This is an optimization exercise on Yosys and OpenROAD, whose aim is small area, a short achievable clock period and few clock cycles per item, not a production implementation.
Where RTL was checked, it was by simulation tests only, not by an equivalence proof against the original.
For run 1, only the layout was checked, not whether the RTL still works.

## flow/design.v (module list and top-level ports; edited modules follow where they fit)
// module gf_mul: 396 lines
// module chien_lane: 2170 lines
// module batch_counter: 26 lines
// module scan_ctrl: 33 lines
// module root_serializer: 118 lines
// module chien_search: 97 lines
module chien_search #(
    parameter int LANES = 16,
    parameter int DEPTH = 4
) (
    input  logic                 clk_i,
    input  logic                 rst_ni,
    input  logic                 start_req_i,
    input  logic                 root_ack_i,
    input  logic [119:0]         sigma_i,
    output logic                 start_ack_o,
    output logic                 root_req_o,
    output logic                 done_o,
    output logic [9:0]           root_pos_o,
    output logic [3:0]           root_count_o
);
  // ...
==> flow/run.sh <==
#!/bin/bash
# synth_recipe.tcl (not shown) runs the flow's synth.tcl, then flattens the netlist and writes it again
# the make line also repeats each setting of config.mk as NAME=value (left out here)
make -C /OpenROAD-flow-scripts/flow DESIGN_CONFIG=/design/flow/config.mk WORK_HOME=/design/flow/orfs CLKGATE_MAP_FILE= SYNTH_SCRIPT=/design/flow/synth_recipe.tcl finish
==> flow/config.mk <==
export PLATFORM = sky130hd
export DESIGN_NAME = chien_search
export DESIGN_NICKNAME = chien_search
export VERILOG_FILES = /design/flow/design.v
export SDC_FILE = /design/flow/constraint.sdc
export NUM_CORES = 4
export LEC_CHECK = 0
export CAP_MARGIN = 20
export CORE_MARGIN = 2
export CORE_UTILIZATION = 25
export SETUP_SLACK_MARGIN = 2.0
export SLEW_MARGIN = 20
==> flow/constraint.sdc <==
create_clock -name core_clock -period 5.0 [get_ports {clk_i}]
set_input_delay 1.0000 -clock core_clock [delete_from_list [all_inputs] [get_ports {clk_i}]]
set_output_delay 1.0000 -clock core_clock [all_outputs]
set_load 0.01 [all_outputs]
==> summary.md, run 1 <==
| Metric | Value |
|---|---|
| Status | timing/DRC/antenna clean |
| Busiest grt layer | met2 |
| CP max FO | 7 |
| Worst Min Path Start | u_ctrl.ack_q$_DFFE_PN0P_ |
| Flop2flop setup slack | 1.33 ns |
| Most flops, register | sum_q |
| Pin count of the biggest net entering global routing | 32 |
| Clock latency at the later pin of the worst-skew pair | 0.69 ns |
| Metal3 WL | 22700 um |
| GR Layer Usage met3 | 0.0774 |
| Clock Sinks | 415 |
| CP endpoint | term_q[59]$_DFFE_PP_ |
| Sequential share of cell area | 0.213 |
| Max stage delay cell, worst path | edfxtp_1 |
| Die span in y | 386 um |
| Die X-Extent | 386 um |
| Cell family with most CP delay | simple AND/OR/NAND/NOR gates |
| Vias | 30700 |
| Metal-1 WL | 88200 um |
| PostCTS Resize Cnt | 368 |
| Slew margin rel. | 0.146 |
| Hold_ws | 0.513 ns |
| # setup viols final | 0 |
| Full die area | 149000 um^2 |
==> module scan_ctrl, before the edit <==
module scan_ctrl (
    input  logic clk_i,
    input  logic rst_ni,
    input  logic start_req_i,
    input  logic room_i,         
    input  logic last_batch_i,
    output logic start_ack_o,
    output logic load_o,
    output logic adv_o
);
    logic ack_q;
    logic run_q;
    assign adv_o  = run_q && room_i;
    assign load_o = start_req_i && !ack_q && (!run_q || (adv_o && last_batch_i));
    always_ff @(posedge clk_i or negedge rst_ni) begin
        if (!rst_ni) begin
            ack_q <= 1'b0;
            run_q <= 1'b0;
        end else begin
            if (load_o) begin
                ack_q <= 1'b1;
            end else if (!start_req_i) begin
                ack_q <= 1'b0;
            end
            if (load_o) begin
                run_q <= 1'b1;
            end else if (adv_o && last_batch_i) begin
                run_q <= 1'b0;
            end
        end
    end
    assign start_ack_o = ack_q;
endmodule
==> module root_serializer, before the edit <==
module root_serializer #(
    parameter int LANES = 16,
    parameter int DEPTH = 4
) (
    input  logic                 clk_i,
    input  logic                 rst_ni,
    input  logic                 sv_i,
    input  logic [10*LANES-1:0]  sum_i,
    input  logic [9-$clog2(LANES):0] batch_i,  
    input  logic                 first_i,      
    input  logic                 last_i,       
    input  logic                 root_ack_i,
    output logic                 room_o,       
    output logic                 root_req_o,
    output logic [9:0]           root_pos_o,
    output logic                 done_o,
    output logic [3:0]           root_count_o
);
    localparam int LW = $clog2(LANES);
    localparam int HW = 10 - LW;
    localparam int DW = $clog2(DEPTH);
    logic [LANES-1:0] zero;
    logic [LANES-1:0] hits;
    logic             push;
    for (genvar m = 0; m < LANES; m++) begin : g_zero
        assign zero[m] = (sum_i[10*m +: 10] == '0);
    end
    assign hits = zero & ~({LANES{first_i}} & {{(LANES/2){1'b0}}, {(LANES/2){1'b1}}})
                       & ~({LANES{last_i}}  & {{(LANES/2){1'b1}}, {(LANES/2){1'b0}}});
    assign push = sv_i && ((hits != '0) || last_i);
    logic [LANES-1:0] qhit_q  [0:DEPTH-1];
    logic [HW-1:0]    qhb_q   [0:DEPTH-1];
    logic             qlast_q [0:DEPTH-1];
    logic             qempty_q [0:DEPTH-1];
    logic [DW-1:0]    wp_q;
    logic [DW-1:0]    rp_q;
    logic [DW:0]      cnt_q;
    logic [LANES-1:0] h;
    logic [HW-1:0]    hb;
    logic             hvalid;
    logic             hempty;
    logic [LANES-1:0] low;
    logic [LW-1:0]    sel;
    logic             pop;
    logic             take;
    logic             launch;
    logic             req_q;
    logic [9:0]       pos_q;
    logic [9:0]       pos_next;
    logic [3:0]       rc_q;
    assign hvalid = (cnt_q != '0);
    assign h      = qhit_q[rp_q];
    assign hb     = qhb_q[rp_q];
    assign hempty = qempty_q[rp_q];
    assign room_o = (cnt_q < (DW+1)'(DEPTH - 1))
                 || ((cnt_q == (DW+1)'(DEPTH - 1)) && (!push || pop))
                 || ((cnt_q == (DW+1)'(DEPTH)) && pop && !push);
    always_comb begin
        sel = '0;
        for (int k = LANES - 1; k >= 0; k--) begin
            if (h[k]) begin
                sel = LW'(k);
            end
        end
    end
    assign low = LANES'(1) << sel;
    assign pos_next = {sel[LW-1] ? hb - 1'b1 : hb, sel[LW-1], ~sel[LW-2:0]};
    assign take   = req_q && root_ack_i;
    assign launch = hvalid && !hempty && !req_q && !root_ack_i;
    assign done_o = hvalid && hempty && qlast_q[rp_q];
    assign pop    = hvalid && hempty;
    always_ff @(posedge clk_i) begin
        for (int e = 0; e < DEPTH; e++) begin
            if (push && wp_q == DW'(e)) begin
                qhit_q[e]   <= hits;
                qhb_q[e]    <= batch_i;
                qlast_q[e]  <= last_i;
                qempty_q[e] <= (hits == '0);
            end else if (take && rp_q == DW'(e)) begin
                qhit_q[e]   <= qhit_q[e] & ~low;
                qempty_q[e] <= ((qhit_q[e] & ~low) == '0);
            end
        end
        if (launch) begin
            pos_q <= pos_next;
        end
    end
    always_ff @(posedge clk_i or negedge rst_ni) begin
        if (!rst_ni) begin
            wp_q  <= '0;
            rp_q  <= '0;
            cnt_q <= '0;
            req_q <= 1'b0;
            rc_q  <= '0;
        end else begin
            if (push) begin
                wp_q <= wp_q + 1'b1;
            end
            if (pop) begin
                rp_q <= rp_q + 1'b1;
            end
            cnt_q <= cnt_q + (DW+1)'(push) - (DW+1)'(pop);
            if (take) begin
                req_q <= 1'b0;
            end else if (launch) begin
                req_q <= 1'b1;
            end
            if (done_o) begin
                rc_q <= '0;
            end else if (take) begin
                rc_q <= rc_q + 1'b1;
            end
        end
    end
    assign root_req_o   = req_q;
    assign root_pos_o   = pos_q;
    assign root_count_o = rc_q;
endmodule
==> module chien_search, before the edit <==
module chien_search #(
    parameter int LANES = 16,
    parameter int DEPTH = 4
) (
    input  logic                 clk_i,
    input  logic                 rst_ni,
    input  logic                 start_req_i,
    input  logic                 root_ack_i,
    input  logic [119:0]         sigma_i,
    output logic                 start_ack_o,
    output logic                 root_req_o,
    output logic                 done_o,
    output logic [9:0]           root_pos_o,
    output logic [3:0]           root_count_o
);
    localparam int CW_LEN = 544;
    localparam int NUM_BATCH = CW_LEN / LANES + 1;
    localparam int LW = $clog2(LANES);
    logic          load;
    logic          adv;
    logic          room;
    logic          first_batch;
    logic          last_batch;
    logic [9-LW:0] batch;
    logic [119:0]        term_q;
    logic [119:0]        term_step;
    logic [10*LANES-1:0] lane_sum;
    logic [10*LANES-1:0] sum_q;
    logic                sv_q;
    logic [9-LW:0]       sbatch_q;
    logic                sfirst_q;
    logic                slast_q;
    scan_ctrl u_ctrl (
        .clk_i        (clk_i),
        .rst_ni       (rst_ni),
        .start_req_i  (start_req_i),
        .room_i       (room),
        .last_batch_i (last_batch),
        .start_ack_o  (start_ack_o),
        .load_o       (load),
        .adv_o        (adv)
    );
    batch_counter #(.NUM_BATCH(NUM_BATCH), .BW(10-LW)) u_cnt (
        .clk_i         (clk_i),
        .rst_ni        (rst_ni),
        .load_i        (load),
        .advance_i     (adv),
        .batch_o       (batch),
        .first_batch_o (first_batch),
        .last_batch_o  (last_batch)
    );
    gf_mul u_step (
        .t_i (term_q),
        .p_o (term_step)
    );
    always_ff @(posedge clk_i) begin
        if (load) begin
            term_q <= sigma_i;
        end else if (adv) begin
            term_q <= term_step;
        end
    end
    chien_lane u_lanes (
        .t_i   (term_q),
        .sum_o (lane_sum)
    );
    always_ff @(posedge clk_i) begin
        sum_q <= lane_sum;
        if (adv) begin
            sbatch_q <= batch;
            sfirst_q <= first_batch;
            slast_q  <= last_batch;
        end
    end
    always_ff @(posedge clk_i or negedge rst_ni) begin
        if (!rst_ni) begin
            sv_q <= 1'b0;
        end else begin
            sv_q <= adv;
        end
    end
    root_serializer #(.LANES(LANES), .DEPTH(DEPTH)) u_ser (
        .clk_i        (clk_i),
        .rst_ni       (rst_ni),
        .sv_i         (sv_q),
        .sum_i        (sum_q),
        .batch_i      (sbatch_q),
        .first_i      (sfirst_q),
        .last_i       (slast_q),
        .root_ack_i   (root_ack_i),
        .room_o       (room),
        .root_req_o   (root_req_o),
        .root_pos_o   (root_pos_o),
        .done_o       (done_o),
        .root_count_o (root_count_o)
    );
endmodule
==> run 2, diff against run 1 <==
--- a/flow/design.v
+++ b/flow/design.v
@@ -393,17 +393,17 @@
     assign p_o[116] = x[382];
     assign p_o[117] = x[384];
     assign p_o[118] = x[386];
     assign p_o[119] = x[389];
 endmodule
 `timescale 1ns/10ps
 module chien_lane (
     input  logic [119:0]  t_i,
-    output logic [159:0]  sum_o
+    output logic [15:0]   zero_o
 );
     logic [2123:120] x;
     assign x[120] = t_i[1] ^ t_i[101];
     assign x[121] = t_i[11] ^ t_i[111];
     assign x[122] = t_i[4] ^ t_i[104];
     assign x[123] = t_i[2] ^ t_i[102];
     assign x[124] = t_i[3] ^ t_i[103];
     assign x[125] = t_i[14] ^ t_i[114];
@@ -2400,176 +2400,32 @@
     assign x[2116] = x[488] ^ x[2110];
     assign x[2117] = x[2111] ^ x[2112];
     assign x[2118] = x[2113] ^ x[667];
     assign x[2119] = x[546] ^ x[2114];
     assign x[2120] = x[2115] ^ x[2116];
     assign x[2121] = x[2117] ^ x[2118];
     assign x[2122] = x[2119] ^ x[2120];
     assign x[2123] = x[2121] ^ x[2122];
-    assign sum_o[0] = x[726];
-    assign sum_o[1] = x[737];
-    assign sum_o[2] = x[751];
-    assign sum_o[3] = x[762];
-    assign sum_o[4] = x[773];
-    assign sum_o[5] = x[786];
-    assign sum_o[6] = x[799];
-    assign sum_o[7] = x[815];
-    assign sum_o[8] = x[826];
-    assign sum_o[9] = x[837];
-    assign sum_o[10] = x[850];
-    assign sum_o[11] = x[862];
-    assign sum_o[12] = x[879];
-    assign sum_o[13] = x[891];
-    assign sum_o[14] = x[904];
-    assign sum_o[15] = x[916];
-    assign sum_o[16] = x[926];
-    assign sum_o[17] = x[941];
-    assign sum_o[18] = x[952];
-    assign sum_o[19] = x[969];
-    assign sum_o[20] = x[980];
-    assign sum_o[21] = x[990];
-    assign sum_o[22] = x[1001];
-    assign sum_o[23] = x[1011];
-    assign sum_o[24] = x[1022];
-    assign sum_o[25] = x[1033];
-    assign sum_o[26] = x[1043];
-    assign sum_o[27] = x[1053];
-    assign sum_o[28] = x[1063];
-    assign sum_o[29] = x[1075];
-    assign sum_o[30] = x[1082];
-    assign sum_o[31] = x[1092];
-    assign sum_o[32] = x[1100];
-    assign sum_o[33] = x[1107];
-    assign sum_o[34] = x[1119];
-    assign sum_o[35] = x[1128];
-    assign sum_o[36] = x[1138];
-    assign sum_o[37] = x[1148];
-    assign sum_o[38] = x[1158];
-    assign sum_o[39] = x[1170];
-    assign sum_o[40] = x[1178];
-    assign sum_o[41] = x[1187];
-    assign sum_o[42] = x[1195];
-    assign sum_o[43] = x[1205];
-    assign sum_o[44] = x[1213];
-    assign sum_o[45] = x[1223];
-    assign sum_o[46] = x[1230];
-    assign sum_o[47] = x[1240];
-    assign sum_o[48] = x[1247];
-    assign sum_o[49] = x[1254];
-    assign sum_o[50] = x[1262];
-    assign sum_o[51] = x[1269];
-    assign sum_o[52] = x[1275];
-    assign sum_o[53] = x[1281];
-    assign sum_o[54] = x[1289];
-    assign sum_o[55] = x[1297];
-    assign sum_o[56] = x[1305];
-    assign sum_o[57] = x[1313];
-    assign sum_o[58] = x[1321];
-    assign sum_o[59] = x[1329];
-    assign sum_o[60] = x[1336];
-    assign sum_o[61] = x[1341];
-    assign sum_o[62] = x[1347];
-    assign sum_o[63] = x[1353];
-    assign sum_o[64] = x[1360];
-    assign sum_o[65] = x[1367];
-    assign sum_o[66] = x[1372];
-    assign sum_o[67] = x[1378];
-    assign sum_o[68] = x[1385];
-    assign sum_o[69] = x[1393];
-    assign sum_o[70] = x[1399];
-    assign sum_o[71] = x[1405];
-    assign sum_o[72] = x[1409];
-    assign sum_o[73] = x[1414];
-    assign sum_o[74] = x[1419];
-    assign sum_o[75] = x[1424];
-    assign sum_o[76] = x[1430];
-    assign sum_o[77] = x[1435];
-    assign sum_o[78] = x[1440];
-    assign sum_o[79] = x[1444];
-    assign sum_o[80] = x[1449];
-    assign sum_o[81] = x[1456];
-    assign sum_o[82] = x[1463];
-    assign sum_o[83] = x[1466];
-    assign sum_o[84] = x[1470];
-    assign sum_o[85] = x[1474];
-    assign sum_o[86] = x[1478];
-    assign sum_o[87] = x[1483];
-    assign sum_o[88] = x[1486];
-    assign sum_o[89] = x[1491];
-    assign sum_o[90] = x[1498];
-    assign sum_o[91] = x[1504];
-    assign sum_o[92] = x[1509];
-    assign sum_o[93] = x[1516];
-    assign sum_o[94] = x[1521];
-    assign sum_o[95] = x[1527];
-    assign sum_o[96] = x[1534];
-    assign sum_o[97] = x[1541];
-    assign sum_o[98] = x[1547];
-    assign sum_o[99] = x[1553];
-    assign sum_o[100] = x[1560];
-    assign sum_o[101] = x[1565];
-    assign sum_o[102] = x[1572];
-    assign sum_o[103] = x[1578];
-    assign sum_o[104] = x[1584];
-    assign sum_o[105] = x[1590];
-    assign sum_o[106] = x[1597];
-    assign sum_o[107] = x[1605];
-    assign sum_o[108] = x[1614];
-    assign sum_o[109] = x[1621];
-    assign sum_o[110] = x[1630];
-    assign sum_o[111] = x[1637];
-    assign sum_o[112] = x[1645];
-    assign sum_o[113] = x[1653];
-    assign sum_o[114] = x[1659];
-    assign sum_o[115] = x[1667];
-    assign sum_o[116] = x[1675];
-    assign sum_o[117] = x[1682];
-    assign sum_o[118] = x[1690];
-    assign sum_o[119] = x[1697];
-    assign sum_o[120] = x[1705];
-    assign sum_o[121] = x[1717];
-    assign sum_o[122] = x[1725];
-    assign sum_o[123] = x[1735];
-    assign sum_o[124] = x[1743];
-    assign sum_o[125] = x[1755];
-    assign sum_o[126] = x[1764];
-    assign sum_o[127] = x[1771];
-    assign sum_o[128] = x[1777];
-    assign sum_o[129] = x[1788];
-    assign sum_o[130] = x[1798];
-    assign sum_o[131] = x[1807];
-    assign sum_o[132] = x[1820];
-    assign sum_o[133] = x[1829];
-    assign sum_o[134] = x[1839];
-    assign sum_o[135] = x[1850];
-    assign sum_o[136] = x[1860];
-    assign sum_o[137] = x[1869];
-    assign sum_o[138] = x[1881];
-    assign sum_o[139] = x[1890];
-    assign sum_o[140] = x[1902];
-    assign sum_o[141] = x[1912];
-    assign sum_o[142] = x[1921];
-    assign sum_o[143] = x[1933];
-    assign sum_o[144] = x[1946];
-    assign sum_o[145] = x[1957];
-    assign sum_o[146] = x[1967];
-    assign sum_o[147] = x[1977];
-    assign sum_o[148] = x[1987];
-    assign sum_o[149] = x[1997];
-    assign sum_o[150] = x[2009];
-    assign sum_o[151] = x[2022];
-    assign sum_o[152] = x[2035];
-    assign sum_o[153] = x[2048];
-    assign sum_o[154] = x[2059];
-    assign sum_o[155] = x[2072];
-    assign sum_o[156] = x[2084];
-    assign sum_o[157] = x[2095];
-    assign sum_o[158] = x[2107];
-    assign sum_o[159] = x[2123];
+    assign zero_o[0] = ~(x[726] | x[737] | x[751] | x[762] | x[773] | x[786] | x[799] | x[815] | x[826] | x[837]);
+    assign zero_o[1] = ~(x[850] | x[862] | x[879] | x[891] | x[904] | x[916] | x[926] | x[941] | x[952] | x[969]);
+    assign zero_o[2] = ~(x[980] | x[990] | x[1001] | x[1011] | x[1022] | x[1033] | x[1043] | x[1053] | x[1063] | x[1075]);
+    assign zero_o[3] = ~(x[1082] | x[1092] | x[1100] | x[1107] | x[1119] | x[1128] | x[1138] | x[1148] | x[1158] | x[1170]);
+    assign zero_o[4] = ~(x[1178] | x[1187] | x[1195] | x[1205] | x[1213] | x[1223] | x[1230] | x[1240] | x[1247] | x[1254]);
+    assign zero_o[5] = ~(x[1262] | x[1269] | x[1275] | x[1281] | x[1289] | x[1297] | x[1305] | x[1313] | x[1321] | x[1329]);
+    assign zero_o[6] = ~(x[1336] | x[1341] | x[1347] | x[1353] | x[1360] | x[1367] | x[1372] | x[1378] | x[1385] | x[1393]);
+    assign zero_o[7] = ~(x[1399] | x[1405] | x[1409] | x[1414] | x[1419] | x[1424] | x[1430] | x[1435] | x[1440] | x[1444]);
+    assign zero_o[8] = ~(x[1449] | x[1456] | x[1463] | x[1466] | x[1470] | x[1474] | x[1478] | x[1483] | x[1486] | x[1491]);
+    assign zero_o[9] = ~(x[1498] | x[1504] | x[1509] | x[1516] | x[1521] | x[1527] | x[1534] | x[1541] | x[1547] | x[1553]);
+    assign zero_o[10] = ~(x[1560] | x[1565] | x[1572] | x[1578] | x[1584] | x[1590] | x[1597] | x[1605] | x[1614] | x[1621]);
+    assign zero_o[11] = ~(x[1630] | x[1637] | x[1645] | x[1653] | x[1659] | x[1667] | x[1675] | x[1682] | x[1690] | x[1697]);
+    assign zero_o[12] = ~(x[1705] | x[1717] | x[1725] | x[1735] | x[1743] | x[1755] | x[1764] | x[1771] | x[1777] | x[1788]);
+    assign zero_o[13] = ~(x[1798] | x[1807] | x[1820] | x[1829] | x[1839] | x[1850] | x[1860] | x[1869] | x[1881] | x[1890]);
+    assign zero_o[14] = ~(x[1902] | x[1912] | x[1921] | x[1933] | x[1946] | x[1957] | x[1967] | x[1977] | x[1987] | x[1997]);
+    assign zero_o[15] = ~(x[2009] | x[2022] | x[2035] | x[2048] | x[2059] | x[2072] | x[2084] | x[2095] | x[2107] | x[2123]);
 endmodule
 `timescale 1ns/10ps
 module batch_counter #(
     parameter int NUM_BATCH = 34,
     parameter int BW        = 6
 ) (
     input  logic       clk_i,
     input  logic       rst_ni,
@@ -2593,25 +2449,26 @@
     assign first_batch_o = (cnt_q == BW'(NUM_BATCH - 1));
     assign last_batch_o  = (cnt_q == '0);
 endmodule
 `timescale 1ns/10ps
 module scan_ctrl (
     input  logic clk_i,
     input  logic rst_ni,
     input  logic start_req_i,
-    input  logic room_i,         
+    input  logic free_i,         
     input  logic last_batch_i,
     output logic start_ack_o,
     output logic load_o,
-    output logic adv_o
+    output logic adv_o,
+    output logic run_o
 );
     logic ack_q;
     logic run_q;
-    assign adv_o  = run_q && room_i;
+    assign adv_o  = run_q && free_i;
     assign load_o = start_req_i && !ack_q && (!run_q || (adv_o && last_batch_i));
     always_ff @(posedge clk_i or negedge rst_ni) begin
         if (!rst_ni) begin
             ack_q <= 1'b0;
             run_q <= 1'b0;
         end else begin
             if (load_o) begin
                 ack_q <= 1'b1;
@@ -2621,103 +2478,107 @@
             if (load_o) begin
                 run_q <= 1'b1;
             end else if (adv_o && last_batch_i) begin
                 run_q <= 1'b0;
             end
         end
     end
     assign start_ack_o = ack_q;
+    assign run_o       = run_q;
 endmodule
 `timescale 1ns/10ps
 module root_serializer #(
     parameter int LANES = 16,
     parameter int DEPTH = 4
 ) (
     input  logic                 clk_i,
     input  logic                 rst_ni,
-    input  logic                 sv_i,
-    input  logic [10*LANES-1:0]  sum_i,
+    input  logic                 adv_i,        
+    input  logic [LANES-1:0]     zero_i,
     input  logic [9-$clog2(LANES):0] batch_i,  
     input  logic                 first_i,      
     input  logic                 last_i,       
     input  logic                 root_ack_i,
-    output logic                 room_o,       
+    output logic                 free_o,
     output logic                 root_req_o,
     output logic [9:0]           root_pos_o,
     output logic                 done_o,
     output logic [3:0]           root_count_o
 );
     localparam int LW = $clog2(LANES);
     localparam int HW = 10 - LW;
     localparam int DW = $clog2(DEPTH);
-    logic [LANES-1:0] zero;
-    logic [LANES-1:0] hits;
-    logic             push;
-    for (genvar m = 0; m < LANES; m++) begin : g_zero
-        assign zero[m] = (sum_i[10*m +: 10] == '0);
-    end
-    assign hits = zero & ~({LANES{first_i}} & {{(LANES/2){1'b0}}, {(LANES/2){1'b1}}})
-                       & ~({LANES{last_i}}  & {{(LANES/2){1'b1}}, {(LANES/2){1'b0}}});
-    assign push = sv_i && ((hits != '0) || last_i);
-    logic [LANES-1:0] qhit_q  [0:DEPTH-1];
-    logic [HW-1:0]    qhb_q   [0:DEPTH-1];
-    logic             qlast_q [0:DEPTH-1];
-    logic             qempty_q [0:DEPTH-1];
-    logic [DW-1:0]    wp_q;
-    logic [DW-1:0]    rp_q;
-    logic [DW:0]      cnt_q;
-    logic [LANES-1:0] h;
-    logic [HW-1:0]    hb;
-    logic             hvalid;
-    logic             hempty;
+    logic [LANES-1:0] hit_q;
+    logic [HW-1:0]    hb_q;
+    logic             hlast_q;
+    logic             mpend_q;
     logic [LANES-1:0] low;
     logic [LW-1:0]    sel;
-    logic             pop;
-    logic             take;
-    logic             launch;
-    logic             req_q;
-    logic [9:0]       pos_q;
-    logic [9:0]       pos_next;
-    logic [3:0]       rc_q;
-    assign hvalid = (cnt_q != '0);
-    assign h      = qhit_q[rp_q];
-    assign hb     = qhb_q[rp_q];
-    assign hempty = qempty_q[rp_q];
-    assign room_o = (cnt_q < (DW+1)'(DEPTH - 1))
-                 || ((cnt_q == (DW+1)'(DEPTH - 1)) && (!push || pop))
-                 || ((cnt_q == (DW+1)'(DEPTH)) && pop && !push);
+    logic             push_root;
+    logic             push;
+    logic             full;
+    logic [10:0]      push_data;
+    logic [LANES-1:0] hit_after;
+    logic             mpend_after;
     always_comb begin
         sel = '0;
         for (int k = LANES - 1; k >= 0; k--) begin
-            if (h[k]) begin
+            if (hit_q[k]) begin
                 sel = LW'(k);
             end
         end
     end
-    assign low = LANES'(1) << sel;
-    assign pos_next = {sel[LW-1] ? hb - 1'b1 : hb, sel[LW-1], ~sel[LW-2:0]};
-    assign take   = req_q && root_ack_i;
-    assign launch = hvalid && !hempty && !req_q && !root_ack_i;
-    assign done_o = hvalid && hempty && qlast_q[rp_q];
-    assign pop    = hvalid && hempty;
-    always_ff @(posedge clk_i) begin
-        for (int e = 0; e < DEPTH; e++) begin
-            if (push && wp_q == DW'(e)) begin
-                qhit_q[e]   <= hits;
-                qhb_q[e]    <= batch_i;
-                qlast_q[e]  <= last_i;
-                qempty_q[e] <= (hits == '0);
-            end else if (take && rp_q == DW'(e)) begin
-                qhit_q[e]   <= qhit_q[e] & ~low;
-                qempty_q[e] <= ((qhit_q[e] & ~low) == '0);
+    assign low = hit_q & ~(hit_q - 1'b1);
+    assign push_root   = !mpend_q && (hit_q != '0);
+    assign push        = (mpend_q || (hit_q != '0)) && !full;
+    assign push_data   = mpend_q ? {1'b1, 10'd0}
+                       : {1'b0, sel[LW-1] ? hb_q - 1'b1 : hb_q, sel[LW-1], ~sel[LW-2:0]};
+    assign hit_after   = (push && push_root) ? (hit_q & ~low) : hit_q;
+    assign mpend_after = mpend_q && !push;
+    assign free_o      = (hit_after == '0) && !mpend_after;
+    always_ff @(posedge clk_i or negedge rst_ni) begin
+        if (!rst_ni) begin
+            hit_q   <= '0;
+            hlast_q <= 1'b0;
+            mpend_q <= 1'b0;
+        end else begin
+            mpend_q <= mpend_after || (hlast_q && hit_after == '0);
+            if (adv_i) begin
+                hit_q   <= zero_i & ~({LANES{first_i}} & {{(LANES/2){1'b0}}, {(LANES/2){1'b1}}})
+                                  & ~({LANES{last_i}}  & {{(LANES/2){1'b1}}, {(LANES/2){1'b0}}});
+                hlast_q <= last_i;
+            end else begin
+                hit_q   <= hit_after;
+                hlast_q <= hlast_q && (hit_after != '0);
             end
         end
-        if (launch) begin
-            pos_q <= pos_next;
+    end
+    always_ff @(posedge clk_i) begin
+        if (adv_i) begin
+            hb_q <= batch_i;
+        end
+    end
+    logic [10:0]   mem_q [0:DEPTH-1];
+    logic [DW-1:0] wp_q;
+    logic [DW-1:0] rp_q;
+    logic [DW:0]   cnt_q;
+    logic [10:0]   head;
+    logic          hvalid;
+    logic          pop;
+    logic          req_q;
+    logic [3:0]    rc_q;
+    assign full   = (cnt_q == (DW+1)'(DEPTH));
+    assign hvalid = (cnt_q != '0);
+    assign head   = mem_q[rp_q];
+    assign done_o = hvalid && head[10];
+    assign pop    = done_o || (req_q && root_ack_i);
+    always_ff @(posedge clk_i) begin
+        if (push) begin
+            mem_q[wp_q] <= push_data;
         end
     end
     always_ff @(posedge clk_i or negedge rst_ni) begin
         if (!rst_ni) begin
             wp_q  <= '0;
             rp_q  <= '0;
             cnt_q <= '0;
             req_q <= 1'b0;
@@ -2725,30 +2586,32 @@
         end else begin
             if (push) begin
                 wp_q <= wp_q + 1'b1;
             end
             if (pop) begin
                 rp_q <= rp_q + 1'b1;
             end
             cnt_q <= cnt_q + (DW+1)'(push) - (DW+1)'(pop);
-            if (take) begin
-                req_q <= 1'b0;
-            end else if (launch) begin
+            if (req_q) begin
+                if (root_ack_i) begin
+                    req_q <= 1'b0;
+                end
+            end else if (hvalid && !head[10] && !root_ack_i) begin
                 req_q <= 1'b1;
             end
             if (done_o) begin
                 rc_q <= '0;
-            end else if (take) begin
+            end else if (req_q && root_ack_i) begin
                 rc_q <= rc_q + 1'b1;
             end
         end
     end
     assign root_req_o   = req_q;
-    assign root_pos_o   = pos_q;
+    assign root_pos_o   = head[9:0];
     assign root_count_o = rc_q;
 endmodule
 `timescale 1ns/10ps
 module chien_search #(
     parameter int LANES = 16,
     parameter int DEPTH = 4
 ) (
     input  logic                 clk_i,
@@ -2760,87 +2623,69 @@
     output logic                 root_req_o,
     output logic                 done_o,
     output logic [9:0]           root_pos_o,
     output logic [3:0]           root_count_o
 );
     localparam int CW_LEN = 544;
     localparam int NUM_BATCH = CW_LEN / LANES + 1;
     localparam int LW = $clog2(LANES);
-    logic          load;
-    logic          adv;
-    logic          room;
-    logic          first_batch;
-    logic          last_batch;
+    logic       load;
+    logic       adv;
+    logic       run;
+    logic       free;
+    logic       first_batch;
+    logic       last_batch;
     logic [9-LW:0] batch;
-    logic [119:0]        term_q;
-    logic [119:0]        term_step;
-    logic [10*LANES-1:0] lane_sum;
-    logic [10*LANES-1:0] sum_q;
-    logic                sv_q;
-    logic [9-LW:0]       sbatch_q;
-    logic                sfirst_q;
-    logic                slast_q;
+    logic [119:0]     term_q;
+    logic [119:0]     term_step;
+    logic [LANES-1:0] zero_vec;
     scan_ctrl u_ctrl (
         .clk_i        (clk_i),
         .rst_ni       (rst_ni),
         .start_req_i  (start_req_i),
-        .room_i       (room),
+        .free_i       (free),
         .last_batch_i (last_batch),
         .start_ack_o  (start_ack_o),
         .load_o       (load),
-        .adv_o        (adv)
+        .adv_o        (adv),
+        .run_o        (run)
     );
     batch_counter #(.NUM_BATCH(NUM_BATCH), .BW(10-LW)) u_cnt (
-        .clk_i         (clk_i),
-        .rst_ni        (rst_ni),
-        .load_i        (load),
-        .advance_i     (adv),
+        .clk_i        (clk_i),
+        .rst_ni       (rst_ni),
+        .load_i       (load),
+        .advance_i    (adv),
         .batch_o       (batch),
         .first_batch_o (first_batch),
         .last_batch_o  (last_batch)
     );
     gf_mul u_step (
         .t_i (term_q),
         .p_o (term_step)
     );
     always_ff @(posedge clk_i) begin
         if (load) begin
             term_q <= sigma_i;
         end else if (adv) begin
             term_q <= term_step;
         end
     end
     chien_lane u_lanes (
-        .t_i   (term_q),
-        .sum_o (lane_sum)
+        .t_i    (term_q),
+        .zero_o (zero_vec)
     );
-    always_ff @(posedge clk_i) begin
-        sum_q <= lane_sum;
-        if (adv) begin
-            sbatch_q <= batch;
-            sfirst_q <= first_batch;
-            slast_q  <= last_batch;
-        end
-    end
-    always_ff @(posedge clk_i or negedge rst_ni) begin
-        if (!rst_ni) begin
-            sv_q <= 1'b0;
-        end else begin
-            sv_q <= adv;
-        end
-    end
     root_serializer #(.LANES(LANES), .DEPTH(DEPTH)) u_ser (
         .clk_i        (clk_i),
         .rst_ni       (rst_ni),
-        .sv_i         (sv_q),
-        .sum_i        (sum_q),
-        .batch_i      (sbatch_q),
-        .first_i      (sfirst_q),
-        .last_i       (slast_q),
+        .adv_i        (adv),
+        .zero_i       (zero_vec),
+        .batch_i      (batch),
+        .first_i      (first_batch),
+        .last_i       (last_batch),
         .root_ack_i   (root_ack_i),
-        .room_o       (room),
+        .free_o       (free),
         .root_req_o   (root_req_o),
         .root_pos_o   (root_pos_o),
         .done_o       (done_o),
         .root_count_o (root_count_o)
     );
 endmodule
==> flow/config.mk (replaced) <==
export PLATFORM = sky130hd
export DESIGN_NAME = chien_search
export DESIGN_NICKNAME = chien_search
export VERILOG_FILES = /design/flow/design.v
export SDC_FILE = /design/flow/constraint.sdc
export NUM_CORES = 4
export LEC_CHECK = 0
export CAP_MARGIN = 20
export CORE_MARGIN = 2
export CORE_UTILIZATION = 25
export SLEW_MARGIN = 20
==> run 2 against run 1 <==
- critical path type unchanged
- non-clock buffer count fell by 110
- core utilization fell by 3.3 points
- largest cell class unchanged
- clock-buffer cell count fell by 39
- die area fell by 17%
- register-to-register slack got worse by 0.81 ns
- global-route usage rose by 1.9 points
- highest routed layer unchanged
- sequential cell count fell by 207
- critical endpoint is now u_ser.hit_q[3]$_DFF_PN0_
- sequential share of layout area fell by 5.2 points
==> summary.md, run 2 <==
| Metric | Value |
|---|---|
| Status | timing/DRC/antenna clean (unchanged) |
| Yosys top cell area share | 0.490 (was 0.420) |
| Type of the worst setup path | reg -> reg (unchanged) |
| Fin cells | 5209 (was 6132) |
| Clock Sinks | 208 (was 415) |
| Fraction of layout cells with a size suffix above 1 | 0.186 (was 0.282) |
| # setup viols final | 0 (unchanged) |
| YS warnings | 4 (was 8) |
| H-tree levels | 1 (was 2) |
| Routed WL per cell | 38.3 um (was 37.3 um) |
| Clock tree buffer depth | 3 (unchanged) |
| Vias | 25400 (was 30700) |
| Top Registers | term_q x120, u_ser.mem_q x44, u_ser.hit_q x16 (was sum_q x160, term_q x120, u_ser.qhit_q x64) |
| Critical path buffer and inverter count | 3 (was 6) |
| Area Overhead vs Synth | 25.5% (was 38.7%) |
| Critical-path cell list | xnor2_4, buf_4, buf_4, xor2_1, buf_4, xnor2_1, xnor3_1, nor4_1, nand3_1, o32ai_1 (was buf_6, nor4_4, nand3_1, buf_6, nand4_1, nor4_4, a21boi_2, ha_2, nand2b_4, nand3_4, o21ai_2, a21oi_2, a31oi_4, nor2_4, buf_12, buf_12, buf_16, buf_8, mux2_2) |
| Largest register FFs | 120 (was 160) |
| CTS Buf Count | 25 (was 49) |
| Post-synthesis mux area share | 0.0244 (was 0.0380) |
| Hold_ws | 0.494 ns (was 0.513 ns) |
| Post-Route Setup TNS | 0 ns (unchanged) |
| Antenna Nets Post-Route | 0 (unchanged) |
| Worst-path clk slew | 0.06 ns (about the same) |
| Worst Path Arrival | 4.98 ns (was 4.09 ns) |
| Initial core utilization | 0.251 (about the same) |
| Leading area contributor after synthesis | xnor2_1 (unchanged) |
| Synth Area in Compound Gates | 0.0249 (was 0.0403) |
| Total GRT Usage | 0.320 (was 0.301) |
| Syn avg cell area | 9.84 um^2 (was 10.3 um^2) |
| Commonest non-fill, non-tap cell in the layout | xnor2_1 (unchanged) |
| Count leader, synth | xnor2_1 (unchanged) |
| Ys async rst share | 0.183 (was 0.0506) |
| Die span in y | 350 um (was 386 um) |
| CP max FO | 7 (unchanged) |
| Clock latency at the later pin of the worst-skew pair | 0.63 ns (was 0.69 ns) |
| Iteration-0 DRC Markers | 3482 (was 4168) |
| Clock skew | 0.0404 ns (was 0.0619 ns) |
| Post-synthesis cell count | 3048 (was 3521) |
| Worst hold path type | reg -> reg (unchanged) |
| Simple-gate share of the synthesized area | 0.0388 (was 0.0426) |
| Startpoint Class | register (unchanged) |
| RD Place Congestion | 1.12 (was 1.11) |
| Detailed Routing Iterations Pass 1 | 6 (was 9) |
| Boundary pin count | 141 (unchanged) |
| Most frequent cells after synthesis | 1679 x xnor2_1, 491 x xor2_1, 170 x edfxtp_1, 95 x buf_2, 87 x nand2_1 (was 1746 x xnor2_1, 448 x xor2_1, 234 x edfxtp_1, 160 x dfxtp_1, 107 x buf_2) |
| Drt total wl | 200000 um (was 229000 um) |
| Vias in the first global route | 24800 (was 29800) |
| Synth unique cells | 60 (was 72) |
| Fin area | 37700 um^2 (was 50500 um^2) |
| Fin. max-slew vios | 0 (unchanged) |
| Port Buf Inserts | 140 (unchanged) |
| Pin count of the biggest net entering global routing | 79 (was 32) |
| Synth Flop Type | edfxtp_1 (unchanged) |
| Commonest non-fill, non-tap cells in the layout | 1655 x xnor2_1, 521 x buf_4, 487 x xor2_1 (was 1629 x xnor2_1, 483 x buf_4, 413 x xor2_1) |
| Worst path max stage delay | 0.84 ns (was 0.37 ns) |
| Final hold viol count | 0 (unchanged) |
| Leading post-synthesis cells by cell area | xnor2_1 49%, edfxtp_1 17%, xor2_1 14% (was xnor2_1 42%, edfxtp_1 19%, xor2_1 11%) |
| Die X-Extent | 350 um (was 386 um) |
| Vias per cell | 4.88 (was 5.01) |
| Tmin final | 4.47 ns (was 3.67 ns) |
| Crit path required time | 5.50 ns (was 5.43 ns) |
| Synth Cell Area | 30000 um^2 (was 36400 um^2) |
| Number of synthesized flops with an enable pin | 170 (was 234) |
| Max stage delay cell, worst path | xnor2_4 (was edfxtp_1) |
| Std cell rows | 127 (was 140) |
| Sequential cell area fraction in the yosys report | 0.202 (was 0.295) |
| Final period utilization | 0.895 (was 0.734) |
| Cell family with most CP delay | XOR/XNOR gates (was simple AND/OR/NAND/NOR gates) |
| Post-CTS setup buffers | 0 (was 230) |
| Global-route wire length before repair | 254000 um (was 293000 um) |
| Adder-cell area share of the yosys netlist | 0.00521 (was 0.00673) |
| Seq cells post-synth | 208 (was 415) |
| Initial antenna violation count | 4 (was 7) |
| HPWL Detailed | 169000 um (was 179000 um) |
| Area after DPL | 36800 um^2 (was 42500 um^2) |
| Remaining DRCs | 0 (unchanged) |
| CORE AREA | 119000 um^2 (was 145000 um^2) |
| CTS tree | done (unchanged) |
| Clk root buf | clkbuf_16 (unchanged) |
| # nets final | 3713 (was 4310) |
| Fmax achieved | 223 MHz (was 273 MHz) |
| Max_cap viols | 0 (unchanged) |
| Syn nets | 3183 (was 3664) |
| Full die area | 123000 um^2 (was 149000 um^2) |
| Slew margin rel. | 0.137 (was 0.146) |
| Worst setup EP type | register (unchanged) |
| Hold-fix buffers at CTS | 0 (unchanged) |
| Dpl cells | 5163 (was 5716) |
| PostCTS Resize Cnt | 0 (was 368) |
| RSZ-0062 raised after global routing | no (was yes) |
| GR Overflow Total | 0 (unchanged) |
| Most flops, register | term_q (was sum_q) |
| Synth Area in XOR/XNOR | 0.672 (was 0.551) |
| Cell repeated most along the worst path | buf_4 |
| Largest family of logic cells by synthesized area | XOR/XNOR gates (unchanged) |
| Worst-margin pin slew | 1.29 ns (was 1.27 ns) |
## run 2: worst min-delay path, delay by kind of cell (launching register included)
family	cells	cell delay, ns
simple gates	2	0.11
flops	1	0.35
## run 2: area by class of cell
type / count / area, um^2
Inverter: 19 / 71.3
Multi-Input combinational cell: 2657 / 23300
Clock buffer: 28 / 637
Clock inverter: 17 / 171
Timing Repair Buffer: 667 / 5430
Fill cell: 12700 / 81800
Tap cell: 1612 / 2020
Antenna cell: 1 / 2.50
Sequential cell: 208 / 6060
## run 2: routing by layer
metal  part of all wire  GRT usage
met1               0.40      0.408
met2               0.41      0.469
met4               0.10      0.258
met3              0.093     0.0640
met5            0.00023          0
## run 2: kinds of logic after synthesis
group | count (synthesis)
xor+xnor | 2233
simple gates | 230
flops | 208
buf+inv | 183
compound gates | 128
mux | 54
fa+ha+maj | 12
## run 2: final timing paths
check / start / end / slack [ns] / cells past startpoint
max: term_q[39]$_DFFE_PP_ / u_ser.hit_q[3]$_DFF_PN0_ / 0.53 / 10
min: u_ser.hlast_q$_DFF_PN0_ / u_ser.mpend_q$_DFF_PN0_ / 0.49 / 2
max reg2reg: term_q[39]$_DFFE_PP_ / u_ser.hit_q[3]$_DFF_PN0_ / 0.53 / 10
min reg2reg: u_ser.hlast_q$_DFF_PN0_ / u_ser.mpend_q$_DFF_PN0_ / 0.49 / 2
max in group asynchronous: rst_ni / u_ser.hit_q[2]$_DFF_PN0_ / 3.92 / 1
min in group asynchronous: rst_ni / u_ctrl.ack_q$_DFFE_PN0P_ / 0.52 / 1
## run 2: metrics by stage
stage / util / setup WS (ns)
after floorplan: - / 0.628
after global placement: 0.308 / 0.826
after detailed placement: 0.308 / 0.873
after CTS: 0.315 / 0.829
after global routing: 0.315 / 0.601
final: 0.315 / 0.525
Testbench counts of run 2, summed over its fixed seeds: cycles 9,269, items 256.

static timing again, ports no longer ideal:
Ports are ideal in the flow. The routed layouts listed here were re-timed in OpenROAD.
Step 1 assumes that a clkbuf_16 drives the clock port and a buf_2 every other input.
Step 2 also shifts input and output timing later by t, the mid clock arrival at the registers, as if the neighbouring blocks saw the same clock.
Three values: no drivers, after step 1, after step 2; two values: the first two.
run	t (ns)	setup WS [ns]	clock arrival spread, ns
run 1	0.736	1.332 / 1.332 / 1.332	0.062 / 0.063
run 2	0.684	0.525 / 0.525 / 0.525	0.040 / 0.040
After both steps every run listed still meets setup and hold.
